Background: an optimization exercise with open tools, aiming at small area and a short achievable clock period. Do not read the settings as production practice.
In this exercise RTL edits were held to simulation tests only and were not proved equivalent to the original.
Power and IR drop assume default switching activity.

== gamma ==
Design dmem_wbuf, start of the top module:
module dmem_wbuf #(
  parameter int DEPTH = 4,
  parameter int AW    = 6
) (
  input  logic                       clk,
  input  logic                       reset,
  input  logic                       MemWrite,
  input  logic                       MemRead,
  input  logic [31:0]                DataAdr,
  input  logic [31:0]                WriteData,
  output logic [31:0]                ReadData,
  output logic                       Stall,
  output logic                       Empty,
  output logic [$clog2(DEPTH):0]     BufCount
);
Size in the first run: roughly 2200 flip-flops.
clock: 7.0 ns
lec_check: 0
cap_margin: 20
core_aspect_ratio: 1.27
core_margin: 2
core_utilization: 66
cts_cluster_diameter: 65
cts_cluster_size: 26
setup_slack_margin: 2.6
slew_margin: 20
synth_hierarchical: 1
synth_minimum_keep_size: 0
standard.sh (not shown) runs the stock make flow with config.mk's settings and CLKGATE_MAP_FILE= SYNTH_SCRIPT=/design/flow/synth_recipe.tcl, a recipe that flattens the netlist after the stock synthesis.
==> flow/flow/run.sh <==
#!/bin/bash
# Layout flow: the standard synthesis, then the standard ORFS steps with
# hooks that place the memory as two bit-column arrays (place_array.tcl), put
# the data pins next to their columns (pins.tcl), release most of the array
# and set starting drive strengths after global placement (post_gpl.tcl), and
# release the rest before detailed routing (route_pre.tcl).
set -euo pipefail
W=$PWD
F=$W/flow
bash standard.sh synth > $W/synth.log 2>&1
bash standard.sh \
  PRE_GLOBAL_PLACE_SKIP_IO_TCL=$F/place_array.tcl \
  PRE_IO_PLACEMENT_TCL=$F/pins.tcl \
  POST_GLOBAL_PLACE_TCL=$F/post_gpl.tcl \
  PRE_DETAIL_ROUTE_TCL=$F/route_pre.tcl \
  "GLOBAL_PLACEMENT_ARGS=-overflow 0.2" \
  finish > $W/layout.log 2>&1
Other scripts of this flow, unchanged in this note and not shown: flow/flow/pins.tcl, flow/flow/place_array.tcl, flow/flow/post_gpl.tcl, flow/flow/route_pre.tcl
Edits applied to the flow inputs when going from gamma to alpha:
- removing CTS_CLUSTER_DIAMETER (formerly 65)
- removing CTS_CLUSTER_SIZE (formerly 26)
==> flow/flow/run.sh <==
#!/bin/bash
# Layout flow: the standard synthesis, then the standard ORFS steps with
# hooks that place the memory as two bit-column arrays (place_array.tcl), put
# the data pins next to their columns (pins.tcl), release most of the array
# and set starting drive strengths after global placement (post_gpl.tcl), and
# release the rest before detailed routing (route_pre.tcl). Clock tree
# synthesis uses smaller leaf buffers over smaller clusters and no dummy loads.
set -euo pipefail
W=$PWD
F=$W/flow
bash standard.sh synth > $W/synth.log 2>&1
bash standard.sh \
  PRE_GLOBAL_PLACE_SKIP_IO_TCL=$F/place_array.tcl \
  PRE_IO_PLACEMENT_TCL=$F/pins.tcl \
  POST_GLOBAL_PLACE_TCL=$F/post_gpl.tcl \
  PRE_DETAIL_ROUTE_TCL=$F/route_pre.tcl \
  "GLOBAL_PLACEMENT_ARGS=-overflow 0.2" \
  "CTS_ARGS=-sink_clustering_enable -repair_clock_nets -sink_clustering_size 18 -sink_clustering_max_diameter 50 -dont_use_dummy_load -buf_list sky130_fd_sc_hd__clkbuf_8" \
  finish > $W/layout.log 2>&1
--- outcome ---
- alpha vs. gamma: met1 global-route usage went down by 0.84 points.
- Summary of alpha over gamma: total global routing track utilization held, maximum frequency essentially unchanged, count of antenna diodes in the layout shrank by 1, fraction of area in clock buffers and inverters -1.0 points, post-layout worst setup margin now sits lower.
- Compared with gamma, average detailed-routed wire length per instance in alpha decreased by a few percent.
- Going from gamma to alpha, worst hold slack after final layout shrank by 19 ps, multi-input gate share of total cell area was more or less identical, transition time at the pin with the least slew margin saw a decrease, design area moved down.

* * *

Setup of rev 12:
Starting RTL as in the previous note.
Design dmem_wbuf, start of the top module:
module dmem_wbuf #(
  parameter int DEPTH = 4,
  parameter int AW    = 6
) (
  input  logic                       clk,
  input  logic                       reset,
  input  logic                       MemWrite,
  input  logic                       MemRead,
  input  logic [31:0]                DataAdr,
  input  logic [31:0]                WriteData,
  output logic [31:0]                ReadData,
  output logic                       Stall,
  output logic                       Empty,
  output logic [$clog2(DEPTH):0]     BufCount
);
  logic [5:0]    adrQ [4];
  logic [31:0]   datQ [4];
  logic [3:0]    vld, shd;
  logic [3:0]    headOH, tailOH;
  logic [2:0]    count;
  logic [2047:0] ram;              
  logic [5:0]  idx;
  logic [3:0]  m, hit;
  logic        drain, alloc, full, noHit;
  logic [63:0] sel, we;
  logic [5:0]  wAdr;
  logic [31:0] wDat;
  assign idx      = DataAdr[7:2];
  assign full     = count[2];
  assign Empty    = (count == 3'd0);
  assign BufCount = count;
  assign Stall    = MemWrite & full;
  assign alloc    = MemWrite & ~full;
  assign drain    = ~Empty & ~MemRead & reset;
  always_comb begin
    for (int i = 0; i < 4; i++) begin
      m[i]   = (adrQ[i] == idx);
      hit[i] = vld[i] & ~shd[i] & m[i];
    end
    noHit = ~|hit;
  end
  logic [7:0]  lo, hi, loB, hiB;
  logic [63:0] selB;
  for (genvar i = 0; i < 8; i++) begin : g_pre
    if (i == 0) begin : g_k0
      dmem_wbuf_nor3  ulo (.a(idx[0]), .b(idx[1]), .c(idx[2]), .y(lo[i]));
      dmem_wbuf_nor3  ulob(.a(idx[0]), .b(idx[1]), .c(idx[2]), .y(loB[i]));
      dmem_wbuf_nor3  uhi (.a(idx[3]), .b(idx[4]), .c(idx[5]), .y(hi[i]));
      dmem_wbuf_nor3  uhib(.a(idx[3]), .b(idx[4]), .c(idx[5]), .y(hiB[i]));
    end else if (i == 7) begin : g_k3
      dmem_wbuf_and3  ulo (.a(idx[0]), .b(idx[1]), .c(idx[2]), .y(lo[i]));
      dmem_wbuf_and3  ulob(.a(idx[0]), .b(idx[1]), .c(idx[2]), .y(loB[i]));
      dmem_wbuf_and3  uhi (.a(idx[3]), .b(idx[4]), .c(idx[5]), .y(hi[i]));
  ...
export LEC_CHECK = 0
export CAP_MARGIN = 20
export CORE_ASPECT_RATIO = 1.27
export CORE_MARGIN = 2
export CORE_UTILIZATION = 66
export SETUP_SLACK_MARGIN = 2.6
export SLEW_MARGIN = 20
export SYNTH_HIERARCHICAL = 1
export SYNTH_MINIMUM_KEEP_SIZE = 0
create_clock -name core_clock -period 7.0 [get_ports {clk}]
==> flow/flow/run.sh <==
#!/bin/bash
# Layout flow: the standard synthesis, then the standard ORFS steps with
# hooks that place the memory as two bit-column arrays (place_array.tcl), put
# the data pins next to their columns (pins.tcl), release most of the array
# and set starting drive strengths after global placement (post_gpl.tcl), and
# release the rest before detailed routing (route_pre.tcl). Clock tree
# synthesis uses smaller leaf buffers over smaller clusters and no dummy loads.
set -euo pipefail
W=$PWD
F=$W/flow
bash standard.sh synth > $W/synth.log 2>&1
bash standard.sh \
  PRE_GLOBAL_PLACE_SKIP_IO_TCL=$F/place_array.tcl \
  PRE_IO_PLACEMENT_TCL=$F/pins.tcl \
  POST_GLOBAL_PLACE_TCL=$F/post_gpl.tcl \
  PRE_DETAIL_ROUTE_TCL=$F/route_pre.tcl \
  "GLOBAL_PLACEMENT_ARGS=-overflow 0.2" \
  "CTS_ARGS=-sink_clustering_enable -repair_clock_nets -sink_clustering_size 20 -sink_clustering_max_diameter 52 -dont_use_dummy_load -buf_list sky130_fd_sc_hd__clkbuf_8" \
  finish > $W/layout.log 2>&1
==> flow/flow/post_gpl.tcl <==
# After global placement: release most cells place_array.tcl fixed, and give
# the ports and the word-select decoders drive strengths to start from.
set blk [ord::get_db_block]
set n 0
foreach inst [$blk getInsts] {
  set mn [[$inst getMaster] getName]
  # the flip-flops and the and-or-invert cells have no larger size to take;
  # they stay where place_array.tcl put them until routing (route_pre.tcl)
  if {[string match "*edfxtp*" $mn] || [string match "*a222oi*" $mn]} continue
  if {[$inst getPlacementStatus] eq "FIRM" && ![string match "*tap*" $mn]} {
    $inst setPlacementStatus PLACED
    incr n
  }
}
puts "post_gpl: $n cells released"
proc pg_drv {net} {
  foreach it [$net getITerms] { if {[$it isOutputSignal]} { return [$it getInst] } }
  return ""
}
proc pg_up4 {inst} {
  set m [[$inst getMaster] getName]
  regsub {_\d+$} $m {_4} to
  if {$to ne $m} { replace_cell [get_cells [$inst getName]] $to }
}
set sized 0
foreach net [$blk getNets] {
  if {![regexp {^g_pre\\\[\d+\\\]\..*\.u(lo|hi)b?\.y$} [$net getName]]} continue
  set d [pg_drv $net]
  if {$d eq ""} continue
  pg_up4 $d
  incr sized
  # the word selects this predecoder output feeds
  foreach it [$net getITerms] {
    set c [$it getInst]
    if {[string match "*__and2_*" [[$c getMaster] getName]]} { pg_up4 $c; incr sized }
  }
}
# port buffers: the write data only loads the buffer entries, so a small
# buffer will do; the other inputs fan out more
foreach c [get_cells input*] {
  set to sky130_fd_sc_hd__buf_6
  foreach it [[[ord::get_db_block] findInst [get_full_name $c]] getITerms] {
    set n [$it getNet]
    if {$n ne "NULL" && [string match "WriteData*" [$n getName]]} { set to sky130_fd_sc_hd__buf_2 }
  }
  replace_cell $c $to; incr sized
}
# the word-address inputs each feed the predecoders and the buffer compares
for {set k 2} {$k < 8} {incr k} {
  set net [$blk findNet "DataAdr\[$k\]"]
  if {$net eq "NULL"} continue
  foreach it [$net getITerms] { replace_cell [get_cells [[$it getInst] getName]] sky130_fd_sc_hd__buf_12; incr sized }
}
# the forwarded-data cells are off the critical path: smallest size
foreach net [$blk getNets] {
  if {![regexp {^g_rd\\\[\d+\\\]\.f\\\[\d\\\]$} [$net getName]]} continue
  set d [pg_drv $net]
  if {$d ne "" && [string match "*a22oi_2" [[$d getMaster] getName]]} {
    replace_cell [get_cells [$d getName]] sky130_fd_sc_hd__a22oi_1; incr sized
  }
}
foreach c [get_cells output*] {
  set to sky130_fd_sc_hd__buf_2
  foreach it [[[ord::get_db_block] findInst [get_full_name $c]] getITerms] {
    set n [$it getNet]
    if {$n ne "NULL" && [string match "ReadData*" [$n getName]]} { set to sky130_fd_sc_hd__buf_4 }
  }
  replace_cell $c $to; incr sized
}
puts "post_gpl: $sized cells resized"
Other scripts of this flow, unchanged in this note and not shown: flow/flow/pins.tcl, flow/flow/place_array.tcl, flow/flow/route_pre.tcl
Input changes introduced in rev 13 (baseline for comparison: rev 12):
--- a/flow/flow/run.sh
+++ b/flow/flow/run.sh
@@ -18 +18 @@
-  "CTS_ARGS=-sink_clustering_enable -repair_clock_nets -sink_clustering_size 20 -sink_clustering_max_diameter 52 -dont_use_dummy_load -buf_list sky130_fd_sc_hd__clkbuf_8" \
+  "CTS_ARGS=-sink_clustering_enable -repair_clock_nets -sink_clustering_size 18 -sink_clustering_max_diameter 50 -dont_use_dummy_load -buf_list sky130_fd_sc_hd__clkbuf_8" \
--- a/flow/flow/post_gpl.tcl
+++ b/flow/flow/post_gpl.tcl
@@ -38,10 +38 @@
-# port buffers: the write data only loads the buffer entries, so a small
-# buffer will do; the other inputs fan out more
-foreach c [get_cells input*] {
-  set to sky130_fd_sc_hd__buf_6
-  foreach it [[[ord::get_db_block] findInst [get_full_name $c]] getITerms] {
-    set n [$it getNet]
-    if {$n ne "NULL" && [string match "WriteData*" [$n getName]]} { set to sky130_fd_sc_hd__buf_2 }
-  }
-  replace_cell $c $to; incr sized
-}
+foreach c [get_cells input*] { replace_cell $c sky130_fd_sc_hd__buf_6; incr sized }
@@ -62,8 +53 @@
-foreach c [get_cells output*] {
-  set to sky130_fd_sc_hd__buf_2
-  foreach it [[[ord::get_db_block] findInst [get_full_name $c]] getITerms] {
-    set n [$it getNet]
-    if {$n ne "NULL" && [string match "ReadData*" [$n getName]]} { set to sky130_fd_sc_hd__buf_4 }
-  }
-  replace_cell $c $to; incr sized
-}
+foreach c [get_cells output*] { replace_cell $c sky130_fd_sc_hd__buf_4; incr sized }
--- a/flow/config.mk
+++ b/flow/config.mk
@@ -11 +11 @@
-export CORE_UTILIZATION = 66
+export CORE_UTILIZATION = 70
Notes after the runs:
Rev 13 vs. rev 12: met1 routing resource usage after global routing up 2.9 points; power density over the cells went up by 2.6 nW/um2; final worst slack decreased by 0.18 ns relative to the old numbers; detailed-route wire length held. Re final cell count: rev 13 and rev 12 aren't equal, and the lower value belongs to rev 13. Of rev 13 and rev 12, rev 12 shows the lower time the final worst path needs with I/O delays and setup, with rev 13 above it. Any difference in source-to-sink clock delay at the later pin of the worst-skew pair between rev 13 and rev 12 is small enough to ignore. Comparing rev 12 against rev 13, there is no change at all in synthesized cell count. Part of the power in the clock network: rev 13 vs rev 12, no meaningful difference. For the first-pass GRT wire length, rev 13 came in 1.7% lower than rev 12 did. Post-route met1 wirelength (higher): rev 12.

[what the ideal ports hide]
The results above use ideal ports. As a check the final layouts listed here were re-extracted and re-timed, cells and wires unchanged.
Step 1, drivers: a clkbuf_16 drives clk and a buf_2 each remaining input, both assumed.
Step 2 times the ports against the registers' clock, not the clock port: input delays grow and output delays shrink by t, the midpoint of the rising clock arrivals with the driver on.
a / b / c = no drivers / after step 1 / after step 2; a / b = the first two.
run	shift t [ns]	slack for setup (ns)	clock arrival spread, ns	worst register clock-pin slew, ns	worst data-port slew with drivers (ns)
gamma	0.795	1.994 / 1.886 / 1.886	0.039 / 0.039	0.10 / 0.10	0.14
alpha	0.950	1.990 / 1.853 / 1.853	0.071 / 0.072	0.10 / 0.10	0.20
rev 12	0.942	1.960 / 1.874 / 1.874	0.069 / 0.070	0.11 / 0.11	0.14
rev 13	0.944	1.785 / 1.694 / 1.694	0.055 / 0.056	0.11 / 0.11	0.16
After both steps setup and hold are still met in every run listed. For alpha, which loses most, drivers alone change the setup slack by -0.137 ns; drivers and shift together by -0.137 ns.
